From an optimization exercise on the open Yosys and OpenROAD flow, aimed at small area, a short achievable clock period and few clock cycles; shortcuts taken in it are not production practice. Function was checked by simulation only, so behaviour that the tests miss may differ from the original.

==> exp/maple <==
Design servo_angle_ramp_pwm_duty_top, start of the top module:
module servo_angle_ramp_pwm_duty_top (
	input  wire logic        clk,
	input  wire logic        arst_n,
	input  wire logic        cmd_valid,
	output logic             cmd_ready,
	input  sarpd_pkg::cmd_t  cmd,
	output logic             res_valid,
	input  wire logic        res_ready,
	output sarpd_pkg::res_t  res,
	input  wire logic        cfg_we,
	input  wire logic [2:0]  cfg_index,
	input  wire logic [15:0] cfg_data
);
clock: 8.0 ns
lec_check: 0
cap_margin: 20
core_margin: 2
core_utilization: 60
setup_slack_margin: 1.5
slew_margin: 20
run.sh (not shown) runs the stock make flow with config.mk's settings and CLKGATE_MAP_FILE= SYNTH_SCRIPT=/design/flow/synth_recipe.tcl, a recipe that flattens the netlist after the stock synthesis.
==> exp/sierra (differences from exp/maple) <==
--- a/flow/design.v
+++ b/flow/design.v
@@ -180,68 +180,64 @@
 			lm1_q  <= msb;
 		end else if (t_cnt != 5'd0) begin
 			t_q    <= {t_q[26:0], !t_d[17]};
 			trem_q <= t_d[17] ? t_r2[15:0] : t_d[15:0];
 		end
 	end
 	logic        vI, vM, vC;
 	logic [1:0]  kI, kM, kC;
-	logic [9:0]  aI, aM, aC;
+	logic [9:0]  aI, aM;
 	logic        lastI, lastM, lastC;
 	logic        rpI, rpM, rpC;
 	logic [12:0] pulseM;
 	logic        rejC;
-	logic [1:0]  doorC;
 	logic [25:0] pr2C;       
 	logic [4:0]  aqM;        
 	logic [5:0]  arM;        
 	logic [9:0]  a_pred;     
 	logic [4:0]  sq_q;       
 	logic [5:0]  sr_q;       
 	logic [1:0]  gen_q;
 	logic [9:0]  tgt_q;
-	logic        tv_q;       
-	logic [4:0]  tq_q;       
-	logic [5:0]  tr_q;       
 	logic [9:0]  p_q;
 	logic [5:0]  r_q;
 	logic [5:0]  i_q;
 	logic [5:0]  dq_q;
 	logic [5:0]  dr_q;
 	logic [5:0]  dc_q;       
 	logic [11:0] hx_q;       
 	logic [4:0]  hrem_q;
 	logic [1:0]  hcnt_q;
 	logic [10:0] hold_q;
 	logic        adv;
 	logic        sk_v;
 	logic [32:0] prod1;
 	logic        rej_m;
 	logic        kill;
-	logic [1:0]  door_m;
+	logic [1:0]  door_c;
 	logic [39:0] prod2;
 	logic [12:0] duty_c;
 	assign adv = !sk_v
 		&& !(vI && kI == K_MOVE && !s_ok)
 		&& !(vM && kM == K_MOVE && !t_ok);
 	assign cmd_ready = (gen_q == G_IDLE) && adv;
 	assign prod1   = {23'd0, aI} * {1'b0, s_q} + {1'b0, min_q, 20'd0};
 	assign rej_m   = ({3'd0, pulseM} > per_eff);
 	assign kill    = vM && kM == K_MOVE && rpM && rej_m;
 	logic signed [10:0] dcl, dop;
-	assign dcl = $signed({1'b0, aM}) - $signed({1'b0, closed_q});
-	assign dop = $signed({1'b0, aM}) - $signed({1'b0, open_q});
+	assign dcl = $signed({1'b0, a_pred}) - $signed({1'b0, closed_q});
+	assign dop = $signed({1'b0, a_pred}) - $signed({1'b0, open_q});
 	always_comb begin
 		if (dcl <= 11'sd5)
-			door_m = DOOR_CLOSED;
+			door_c = DOOR_CLOSED;
 		else if (dop >= -11'sd5)
-			door_m = DOOR_OPEN;
+			door_c = DOOR_OPEN;
 		else
-			door_m = DOOR_UNKNOWN;
+			door_c = DOOR_UNKNOWN;
 	end
 	assign prod2  = {27'd0, pulseM} * {13'd0, t_q[26:0]};
 	assign duty_c = 13'(pr2C >> lm1_q);
 	logic [3:0]  h_q4;
 	logic [4:0]  h_r;
 	always_comb begin
 		logic [5:0] r2;
 		h_r = hrem_q;
@@ -280,33 +276,29 @@
 	logic [4:0]  tq_c, aq_c;
 	logic [5:0]  tr_c, ar_c;
 	assign tq_m = {6'd0, tgt_q} * 16'd41;
 	assign tq_c = tq_m[15:11];
 	assign tr_c = 6'(tgt_q[5:0] - 6'(tq_c * 6'd50));
 	assign aq_m = {6'd0, aI} * 16'd41;
 	assign aq_c = aq_m[15:11];
 	assign ar_c = 6'(aI[5:0] - 6'(aq_c * 6'd50));
-	always_ff @(posedge clk) begin
-		tq_q <= tq_c;
-		tr_q <= tr_c;
-	end
 	logic       m_move;
 	logic [9:0] s_ang;
 	logic [4:0] s_q50;
 	logic [5:0] s_r50;
 	logic [6:0] d_r;
 	logic [5:0] d_q;
 	logic [5:0] d_rr;
 	assign m_move = vM && kM == K_MOVE;
 	assign s_ang  = m_move ? aM : a_pred;
 	assign s_q50  = m_move ? aqM : sq_q;
 	assign s_r50  = m_move ? arM : sr_q;
-	assign d_r    = {1'b0, tr_q} - {1'b0, s_r50};
-	assign d_q    = {1'b0, tq_q} - {1'b0, s_q50} - {5'd0, d_r[6]};
+	assign d_r    = {1'b0, tr_c} - {1'b0, s_r50};
+	assign d_q    = {1'b0, tq_c} - {1'b0, s_q50} - {5'd0, d_r[6]};
 	assign d_rr   = d_r[6] ? 6'(d_r + 7'd50) : d_r[5:0];
 	logic        r_c;
 	logic [5:0]  r_next;
 	logic [9:0]  p_a, p_b, p_next;
 	logic [9:0]  a_raw, a_clamp;
 	assign r_c    = (r_q >= dc_q);
 	assign r_next = r_c ? (r_q - dc_q) : (r_q + dr_q);
 	assign p_a    = 10'(p_q + {{4{dq_q[5]}}, dq_q});
@@ -324,29 +316,27 @@
 		case (gen_q)
 			G_IDLE:  a_raw = src_angle;
 			G_WAIT:  a_raw = s_ang;
 			default: a_raw = p_next;
 		endcase
 	end
 	assign a_clamp = (a_raw > max_q) ? max_q : a_raw;
 	logic setup_ok;
-	assign setup_ok = (gen_q == G_WAIT) && tv_q && !(vI && kI == K_MOVE) && !(m_move && rej_m);
+	assign setup_ok = (gen_q == G_WAIT) && !(vI && kI == K_MOVE) && !(m_move && rej_m);
 	always_ff @(posedge clk or negedge arst_n) begin
 		if (!arst_n) begin
 			vI     <= 1'b0;
 			vM     <= 1'b0;
 			vC     <= 1'b0;
 			gen_q  <= G_IDLE;
 			a_pred <= '0;
 			sq_q   <= '0;
 			sr_q   <= '0;
-			tv_q   <= 1'b0;
 		end else begin
-			tv_q <= (gen_q == G_WAIT);
 			if (adv) begin
 				vC <= vM;
 				vM <= vI && !(kill && rpI);
 				if (m_move && !rej_m) begin
 					a_pred <= aM;
 					sq_q   <= aqM;
 					sr_q   <= arM;
 				end
@@ -381,18 +371,16 @@
 					default: gen_q <= G_IDLE;
 				endcase
 			end
 		end
 	end
 	always_ff @(posedge clk) begin
 		if (adv) begin
 			kC     <= kM;
-			aC     <= aM;
-			doorC  <= door_m;
 			rejC   <= (kM == K_MOVE) && rej_m;
 			lastC  <= lastM || ((kM == K_MOVE) && rej_m);
 			rpC    <= rpM;
 			pr2C   <= prod2[39:14];
 			kM     <= kI;
 			aM     <= aI;
 			pulseM <= prod1[32:20];
 			aqM    <= aq_c;
@@ -451,18 +439,18 @@
 		res_new.hold_ms = 11'd0;
 		res_new.last    = 1'b1;
 		case (kC)
 			K_MOVE: begin
 				if (rejC) begin
 					res_new.status = 1'b1;
 				end else begin
 					res_new.duty_cmp   = duty_c;
-					res_new.angle_now  = aC;
-					res_new.door_state = doorC;
+					res_new.angle_now  = a_pred;
+					res_new.door_state = door_c;
 					res_new.enabled    = 1'b1;
 					res_new.hold_ms    = (rpC && !lastC) ? hold_q : 11'd0;
 					res_new.last       = lastC;
 				end
 			end
 			K_DIS: begin
 				res_new.duty_cmp = 13'd0;
 				res_new.enabled  = 1'b0;
- ABC_AREA: default -> 1
- CORE_UTILIZATION: 60 -> 40
==> comparison <==
exp/maple passed the timing, design-rule and antenna checks. exp/sierra ran to the end with no violations. Core utilization: exp/maple is higher than exp/sierra (22 points). Sequential share of layout area: exp/sierra is lower than exp/maple (0.84 points). Synthesized cell count: exp/sierra is higher than exp/maple (about 11%). In exp/maple the final area is higher than in exp/sierra, by about 1.5%. In exp/maple the fmax is smaller than in exp/sierra, by about 0.2%. Against exp/maple, the global-route usage of exp/sierra is lower by 8.3 points. In register-to-register slack, exp/maple and exp/sierra hardly differ.
Testbench counts of exp/maple, summed over its fixed seeds: cycles 19,177.
Testbench counts of exp/sierra, summed over its fixed seeds: cycles 19,163.

-- afterwards: timing with drivers on the ports --
The results above use ideal ports. As a check the final layouts listed here were re-extracted and re-timed, cells and wires unchanged.
Step 1: set_driving_cell puts a clkbuf_16 on clk and a buf_2 on each other input, an assumption about the parent block.
Step 2 times the ports against the registers' clock, not the clock port: input delays grow and output delays shrink by t, the midpoint of the rising clock arrivals with the driver on.
Slacks: ideal ports / drivers / drivers and shift; pairs: ideal ports / drivers.
| run | shift t [ns] | slack for setup (ns) | worst setup path at the end | pins driven straight from the clock port |
|---|---|---|---|---|
| exp/maple | 0.693 | 1.480 / 1.480 / 1.480 | register to register | 1 |
| exp/sierra | 0.710 | 1.494 / 1.494 / 1.494 | register to register | 1 |
After both steps every run listed still meets setup and hold.
